What follows belongs to an exercise in optimizing a design on an open flow for a short achievable clock period and few clock cycles; a production flow would make more cautious choices. Function not checked in this run: the RTL went through the layout flow alone. Power figures rest on the tool's default switching activity, not on a simulated workload.

File: flow/config.mk
export PLATFORM = sky130hd
export DESIGN_NAME = mips_pipeline
export DESIGN_NICKNAME = mips_pipeline
export VERILOG_FILES = /design/flow/design.v
export SDC_FILE = /design/flow/constraint.sdc
export NUM_CORES = 4
export LEC_CHECK = 0
export ABC_CLOCK_PERIOD_IN_PS = 3000
export CAP_MARGIN = 20
export CORE_MARGIN = 2
export CORE_UTILIZATION = 40
export SETUP_SLACK_MARGIN = 4.5
export SLEW_MARGIN = 20
File: flow/constraint.sdc
create_clock -name core_clock -period 8.0 [get_ports {clk}]
set_input_delay 1.6000 -clock core_clock [delete_from_list [all_inputs] [get_ports {clk}]]
set_output_delay 1.6000 -clock core_clock [all_outputs]
set_load 0.01 [all_outputs]
File: flow/design.v
`timescale 1ns/1ps
`default_nettype none
package mips_pkg;
  typedef logic [31:0] word_t;
  typedef logic [4:0]  reg_addr_t;
  typedef enum logic [5:0] {
    op_rtype = 6'h00,
    op_j     = 6'h02,
    op_beq   = 6'h04,
    op_addi  = 6'h08,
    op_lw    = 6'h23,
    op_sw    = 6'h2b
  } opcode_e;
  typedef enum logic [5:0] {
    fn_add = 6'h20,
    fn_sub = 6'h22,
    fn_and = 6'h24,
    fn_or  = 6'h25,
    fn_slt = 6'h2a
  } funct_e;
  typedef enum logic [2:0] {
    alu_add,
    alu_sub,
    alu_and,
    alu_or,
    alu_slt
  } alu_op_e;
  typedef enum logic [1:0] {
    fwd_rf,    
    fwd_mem,   
    fwd_wb     
  } fwd_sel_e;
  typedef struct packed {
    logic      valid;
    alu_op_e   alu_op;
    logic      use_imm;
    logic      reg_write;
    logic      is_load;
    logic      is_store;
    logic      is_branch;
    logic      is_jump;
    word_t     rs_val;
    word_t     rt_val;
    reg_addr_t rs;
    reg_addr_t rt;
    reg_addr_t dest;
    word_t     imm;
    word_t     jump_target;
    word_t     pc4;
  } id_ex_t;
  typedef struct packed {
    logic      valid;
    logic      reg_write;
    logic      is_load;
    logic      is_store;
    reg_addr_t dest;
    word_t     alu_result;
    word_t     store_data;   
  } ex_mem_t;
endpackage
`default_nettype wire
`timescale 1ns/1ps
`default_nettype none
module mips_pipeline #(
  parameter logic [31:0] RESET_PC = 32'h0
) (
  input  logic        clk,
  input  logic        rst_n,
  input  logic [31:0] imem_data,
  input  logic        ack,
  input  logic [31:0] dat_r,
  output logic [31:0] imem_addr,
  output logic        cyc,
  output logic        stb,
  output logic        we,
  output logic [31:0] adr,
  output logic [31:0] dat_w,
  output logic        retire_valid,
  output logic [4:0]  retire_reg,
  output logic [31:0] retire_data
);
  logic [31:0] pc;
  logic        d_valid;
  logic [31:0] d_instr;
  logic [31:0] d_pc4;
  logic        e_valid;
  logic        e_wr;         
  logic        e_load;
  logic        e_store;
  logic        e_branch;     
  logic        e_pred;       
  logic        e_sub;        
  logic        e_slt;
  logic        e_and;
  logic        e_or;
  logic        e_use_imm;
  logic [1:0]  e_fwd_a;      
  logic [1:0]  e_fwd_b;
  logic [4:0]  e_dest;
  logic [31:0] e_rs_val;
  logic [31:0] e_rt_val;
  logic [31:0] e_imm;
  logic [31:0] e_fix_pc;     
  logic        m_mem;        
  logic        m_wr;
  logic        m_load;
  logic        m_store;
  logic [4:0]  m_dest;
  logic [31:0] m_res;
  logic [31:0] m_sdata;
  logic        w_valid;
  logic [4:0]  w_dest;
  logic [31:0] w_data;
  logic [31:0] regs [32];
  logic freeze;
  assign cyc    = m_mem;
  assign stb    = m_mem;
  assign we     = m_store;
  assign adr    = m_res;
  assign dat_w  = m_sdata;
  assign freeze = m_mem && !ack;
  logic [5:0]  d_op;
  logic [5:0]  d_fn;
  logic [4:0]  d_rs;
  logic [4:0]  d_rt;
  logic [4:0]  d_rd;
  logic [31:0] d_simm;
  logic [31:0] d_btarget;
  logic        d_is_r;
  logic        d_alu_r;
  logic        d_addi;
  logic        d_lw;
  logic        d_sw;
  logic        d_beq;
  logic        d_wr;
  logic [4:0]  d_dest;
  logic        d_pred;
  logic        d_check;
  logic [31:0] d_rs_val;
  logic [31:0] d_rt_val;
  logic        stall;
  logic        hold;
  logic        ex_redirect;
  logic        id_redirect;
  assign d_op   = d_instr[31:26];
  assign d_fn   = d_instr[5:0];
  assign d_rs   = d_instr[25:21];
  assign d_rt   = d_instr[20:16];
  assign d_rd   = d_instr[15:11];
  assign d_simm = {{16{d_instr[15]}}, d_instr[15:0]};
  assign d_btarget = d_pc4 + {d_simm[29:0], 2'b00};
  assign d_is_r  = d_op == 6'h00;
  assign d_alu_r = d_is_r && (d_fn == 6'h20 || d_fn == 6'h22 || d_fn == 6'h24 ||
                              d_fn == 6'h25 || d_fn == 6'h2a);
  assign d_addi  = d_op == 6'h08;
  assign d_lw    = d_op == 6'h23;
  assign d_sw    = d_op == 6'h2b;
  assign d_beq   = d_op == 6'h04 && d_instr[15:0] != 16'h0;
  assign d_dest  = d_is_r ? d_rd : d_rt;
  assign d_wr    = (d_alu_r || d_addi || d_lw) && d_dest != 5'd0;
  assign d_pred  = d_beq && (d_instr[15] || d_rs == d_rt);
  assign d_check = d_beq && d_rs != d_rt;
  assign d_rs_val = (d_rs == 5'd0) ? 32'd0 :
                    (w_valid && w_dest == d_rs) ? w_data : regs[d_rs];
  assign d_rt_val = (d_rt == 5'd0) ? 32'd0 :
                    (w_valid && w_dest == d_rt) ? w_data : regs[d_rt];
  assign stall = d_valid && e_valid && e_load && e_wr &&
                 (e_dest == d_rs || e_dest == d_rt);
  assign hold  = freeze || stall;
  assign id_redirect = d_valid && d_pred && !hold;
  logic [31:0] op_a;
  logic [31:0] op_b;
  logic [31:0] alu_b;
  logic [31:0] sum;
  logic        lt;
  logic [31:0] alu_y;
  logic        eq;
  always_comb begin
    case (e_fwd_a)
      2'd1:    op_a = m_res;
      2'd2:    op_a = w_data;
      default: op_a = e_rs_val;
    endcase
    case (e_fwd_b)
      2'd1:    op_b = m_res;
      2'd2:    op_b = w_data;
      default: op_b = e_rt_val;
    endcase
  end
  assign alu_b = e_use_imm ? e_imm : op_b;
  assign sum   = op_a + (e_sub ? ~alu_b : alu_b) + {31'd0, e_sub};
  assign lt    = (op_a[31] != alu_b[31]) ? op_a[31] : sum[31];
  always_comb begin
    if (e_and)      alu_y = op_a & alu_b;
    else if (e_or)  alu_y = op_a | alu_b;
    else if (e_slt) alu_y = {31'd0, lt};
    else            alu_y = sum;
  end
  assign eq = op_a == op_b;
  assign ex_redirect = e_valid && e_branch && (eq != e_pred) && !freeze;
  logic [31:0] pc4;
  logic        if_jump;
  assign pc4       = pc + 32'd4;
  assign imem_addr = pc;
  assign if_jump   = imem_data[31:26] == 6'h02;
  always_ff @(posedge clk or negedge rst_n) begin
    if (!rst_n) begin
      pc      <= RESET_PC;
      d_valid <= 1'b0;
    end else if (ex_redirect) begin
      pc      <= e_fix_pc;
      d_valid <= 1'b0;
    end else if (!hold) begin
      if (id_redirect) begin
        pc      <= d_btarget;
        d_valid <= 1'b0;
      end else if (if_jump) begin
        pc      <= {pc4[31:28], imem_data[25:0], 2'b00};
        d_valid <= 1'b0;
      end else begin
        pc      <= pc4;
        d_valid <= 1'b1;
      end
    end
  end
  always_ff @(posedge clk) begin
    if (!hold) begin
      d_instr <= imem_data;
      d_pc4   <= pc4;
    end
  end
  logic d_go;
  assign d_go = d_valid && !stall && !ex_redirect;
  always_ff @(posedge clk or negedge rst_n) begin
    if (!rst_n) begin
      e_valid  <= 1'b0;
      e_wr     <= 1'b0;
      e_load   <= 1'b0;
      e_store  <= 1'b0;
      e_branch <= 1'b0;
    end else if (!freeze) begin
      e_valid  <= d_go;
      e_wr     <= d_go && d_wr;
      e_load   <= d_go && d_lw;
      e_store  <= d_go && d_sw;
      e_branch <= d_go && d_check;
    end
  end
  always_ff @(posedge clk) begin
    if (!freeze) begin
      e_pred    <= d_pred;
      e_sub     <= d_is_r && (d_fn == 6'h22 || d_fn == 6'h2a);
      e_slt     <= d_is_r && d_fn == 6'h2a;
      e_and     <= d_is_r && d_fn == 6'h24;
      e_or      <= d_is_r && d_fn == 6'h25;
      e_use_imm <= !d_is_r;
      e_dest    <= d_dest;
      e_rs_val  <= d_rs_val;
      e_rt_val  <= d_rt_val;
      e_imm     <= d_simm;
      e_fix_pc  <= d_pred ? d_pc4 : d_btarget;
      e_fwd_a   <= (d_rs != 5'd0 && e_valid && e_wr && e_dest == d_rs) ? 2'd1 :
                   (d_rs != 5'd0 && m_wr && m_dest == d_rs) ? 2'd2 : 2'd0;
      e_fwd_b   <= (d_rt != 5'd0 && e_valid && e_wr && e_dest == d_rt) ? 2'd1 :
                   (d_rt != 5'd0 && m_wr && m_dest == d_rt) ? 2'd2 : 2'd0;
    end
  end
  always_ff @(posedge clk or negedge rst_n) begin
    if (!rst_n) begin
      m_mem   <= 1'b0;
      m_wr    <= 1'b0;
      m_load  <= 1'b0;
      m_store <= 1'b0;
    end else if (!freeze) begin
      m_mem   <= e_valid && (e_load || e_store);
      m_wr    <= e_valid && e_wr;
      m_load  <= e_valid && e_load;
      m_store <= e_valid && e_store;
    end
  end
  always_ff @(posedge clk) begin
    if (!freeze) begin
      m_dest  <= e_dest;
      m_res   <= alu_y;
      m_sdata <= op_b;
    end
  end
  always_ff @(posedge clk or negedge rst_n) begin
    if (!rst_n) begin
      w_valid <= 1'b0;
    end else begin
      w_valid <= !freeze && m_wr;
    end
  end
  always_ff @(posedge clk) begin
    if (!freeze) begin
      w_dest <= m_dest;
      w_data <= m_load ? dat_r : m_res;
    end
  end
  always_ff @(posedge clk) begin
    if (w_valid) begin
      regs[w_dest] <= w_data;
    end
  end
  assign retire_valid = w_valid;
  assign retire_reg   = w_dest;
  assign retire_data  = w_data;
endmodule
`default_nettype wire
File: flow/run.sh
#!/bin/bash
# synth_recipe.tcl (not shown) runs the flow's synth.tcl, then flattens the netlist and writes it again
# the make line also repeats each setting of config.mk as NAME=value (left out here)
make -C /OpenROAD-flow-scripts/flow DESIGN_CONFIG=/design/flow/config.mk WORK_HOME=/design/flow/orfs CLKGATE_MAP_FILE= SYNTH_SCRIPT=/design/flow/synth_recipe.tcl finish
==> out/metrics.cfg <==
[outcome]
status = timing/DRC/antenna clean

[critical_path]
arrival_ns = 4.99
path_class = register to register
critPathMaxFanout = 15
cp_slowest_cell = edfxtp_1
cp_slowest_stage_delay_ns = 0.41
startpoint_type = register
crit_chain = inv_1 -> ha_4 -> buf_12 -> a221o_1 -> o21ai_4 -> nor2_1 -> a21oi_2 -> xnor2_1 -> ha_1 -> buf_4 -> nand2_1 -> o31a_1 -> or3_4 -> o22ai_4 -> o31ai_4 -> a21oi_2 -> a221oi_2 -> xnor2_1 -> nand4b_1 -> a31oi_1
cp.required_ns = 8.64
cp-end-kind = register
r2r_slack_ns = 3.66

[cts]
path_clk_slew_ns = 0.06
cts-root-buf = clkbuf_16
h-tree-depth = 4
cts.sink_count = 1364
insertion_delay_ns = 0.81
cts_made_buffers = 150
cts_tree = done
clockBufferDepth = 3

[floorplanning]
rows = 150
coreArea_sq_mm = 0.1672
start_util_pct = 40.28
fp.dieH_um = 414.3
fp.dieArea_sq_mm = 0.1717
die_w_um = 414.3
boundaryPins = 204

[final_layout]
final_cell_mix = edfxtp_1, mux4_2, mux2i_1
drive_above_1_share_pct = 28.88
final_common_cell = edfxtp_1
fin_nets = 4717
fin_area_sq_mm = 0.08024
fill_cells = 14040
area_delta_synth_final_pct = 19.14

[yosys]
synthCells = 4242
synth_edf_count = 1321
yosys_warnings = 1
seq_area_frac_synth_pct = 60.49
syn-num-nets = 4377
ys_async_sr_fraction_pct = 3.152
ys_types = 79
synth_seq_cells = 1364
synthFlopType = edfxtp_1
netlist_area_sq_mm = 0.06735
syn_area_per_cell_sq_um = 15.88

[pwr]
peakVddDrop_mv = 0.2273
intPower_mw = 15.65
swShare_pct = 31.29
power_frac_seq_pct = 43.2
p_per_area_mw_per_mm2 = 283.8
power_switching_mw = 7.126
p_leak_nw = 27.21
clkPwrFrac_pct = 29.8
p_comb_share_pct = 27.0

[routing]
post_drt_via_cell_ratio = 6.389
ant_nets = 0
drtIter0Drc = 5799
dr_total_vias = 44160
routedWlPerCell_um = 33.44
wl_um = 231100
drc_errors = 0
firstDrtPassIters = 6

[placement]
hpwlAfterDp_um = 131400
io_buffers = 203
gp_congestion = 0.9299
dpl_cell_area_sq_mm = 0.07263

[global_routing]
grt_max_degree = 187
grt_usage_pct = 26.33
grt_pass1_wl_um = 323100
overflow = 0
grt_pass1_vias = 43380
antenna_found_initial = 2

[sta]
period_minus_slack_ns = 4.345
fin_tns_setup_ns = 0
finalHoldViolCount = 0
fin_hold_ws_ns = 0.4512
fmax_mhz = 230.2
relSlewSlack_pct = 25.12
finalMaxSlewViolations = 0
finalCritPeriodShare_pct = 54.31
rsz0062_at_grt = true
worst_slew_pin_slew_ns = 1.123
setup-violations-final = 0
skew_ns = 0.02530

[job]
max_cap_violations = 0

[worst_hold_path]
hold_class = register to register

-- logic make-up after synthesis --
| family | count (synthesis) | synth area share, % |
|---|---|---|
| buffers and inverters | 384 | 2.330 |
| AOI/OAI and AO/OA | 814 | 8.228 |
| muxes | 816 | 20.95 |
| xor gates and xnor gates | 178 | 2.315 |
| DFF | 1364 | 60.49 |
| and+or+nand+nor | 618 | 4.401 |
| adders and majority gates | 68 | 1.286 |
-- cell usage after synthesis (31+ instances only) --
cell	instances	area [sq um]
a21oi_1	143	715.7
a22oi_1	34	255.2
clkbuf_1	191	716.9
o221ai_1	31	271.5
a221oi_1	49	429.2
nand2_1	169	634.4
dfrtp_1	43	1076
xor2_1	74	648.1
nor3_1	33	165.2
xnor2_1	104	910.9
mux2_2	128	1441
mux4_2	462	10400
nor2_1	179	671.9
o22ai_1	64	400.4
nand3_1	52	260.3
buf_1	44	165.2
nand2b_1	47	294.0
a221o_1	52	520.5
o211ai_1	47	352.8
mux2i_1	226	2262
a211oi_1	81	608.1
ha_1	66	825.8
o21ai_0	158	790.8
inv_1	67	251.5
edfxtp_1	1321	39670
buf_2	66	330.3
-- worst paths after layout --
kind / to / depth (start not counted) / startpoint
max in group asynchronous: pc[13] / 2 / rst_n
worst max register to register: m_res[0] / 20 / e_fwd_b[1]
worst max-delay path: m_res[0] / 20 / e_fwd_b[1]
min in group asynchronous: pc[14] / 2 / rst_n
worst min register to register: pc[2] / 1 / e_fix_pc[2]
worst min-delay path: pc[2] / 1 / e_fix_pc[2]
-- area by class of cell --
type | instances | area, sq um | area share (%)
timing repair buffer | 498 | 5465 | 6.811
antenna | 4 | 10.01 | 0.01247
sequential | 1364 | 40770 | 50.80
clock buffer | 188 | 4034 | 5.027
clock inverter | 85 | 698.2 | 0.8701
multi-input combinational | 2496 | 26210 | 32.67
tap | 2204 | 2758 | 3.437
inverter | 72 | 297.8 | 0.3711
-- sequential cells by signal, indices dropped and copies added, names as in the netlist, 5 cells and up --
signal / flops
regs: 1024
d_instr: 32
d_pc4: 32
e_fix_pc: 32
e_rs_val: 32
e_rt_val: 32
m_res: 32
m_sdata: 32
pc: 32
w_data: 32
e_imm: 16
e_dest: 5
m_dest: 5
w_dest: 5
-- power groups by stage --
| stage | clock network, mW | registers (mW) | logic, mW |
|---|---|---|---|
| 6_report | 6.78 | 9.84 | 6.16 |
| 5_1_grt | 7.14 | 9.87 | 6.53 |
| 4_1_cts | 6.85 | 9.83 | 5.95 |
| 3_5_place_dp | 0 | 10.1 | 5.30 |
| 3_3_place_gp | 0 | 10.1 | 5.27 |
| 2_1_floorplan | 0 | 10.3 | 2.52 |
-- repair_timing --
item | 4_1_cts | 5_1_grt
hold buffers | 0 | 0
buffers inserted | 101 | 37
gates cloned | 17 | 5
pin swaps | 44 | 35
setup endpoints to repair | 279 | 190
resized for setup | 350 | 104
-- stage by stage --
| stage | util [%] | total power, mW | cells | setup WS (ns) |
|---|---|---|---|---|
| floorplan | - | 12.85 | 4242 | 1.229 |
| global placement | 43.34 | 15.36 | 6468 | 2.824 |
| detailed placement | 43.44 | 15.37 | 6474 | 2.784 |
| CTS | 47.55 | 22.62 | 6865 | 3.747 |
| global route | 47.98 | 23.54 | 6908 | 3.566 |
| finish | 47.99 | 22.78 | 6911 | 3.655 |
-- worst max-delay path, delay by kind of cell (launching register included) --
family | cells | cell delay, ns
adder cells (fa/ha/maj) | 2 | 0.57
AND/OR/NAND/NOR | 4 | 0.69
buffers and inverters | 3 | 0.39
flip-flops | 1 | 0.41
AO/OA/AOI/OAI | 9 | 1.83
XOR/XNOR | 2 | 0.30
-- per-layer routing --
layer	wire length (um)	GRT usage, %
met3	22040	5.443
met4	10450	10.91
met5	10	0
met2	109100	42.04
met1	89560	35.12

[afterwards: timing with drivers on the ports]
No port has a modelled driver above. Below, the same layout with a new extraction and two added sets of constraints. Step 1 assumes that a clkbuf_16 drives the clock port and a buf_2 every other input. Step 2 times the ports against the registers' clock, not the clock port: input delays grow and output delays shrink by t, the midpoint of the rising clock arrivals with the driver on. Three values: ideal ports, drivers, drivers and shift; two values: the first two.
t (ns): 0.881
setup WS [ns]: 3.655 / 3.655 / 3.501
hold WS [ns]: 0.451 / 0.451 / 0.451
After both steps this run still meets setup and hold. For this run, drivers alone change the setup slack by 0.000 ns; drivers and shift together by -0.154 ns.
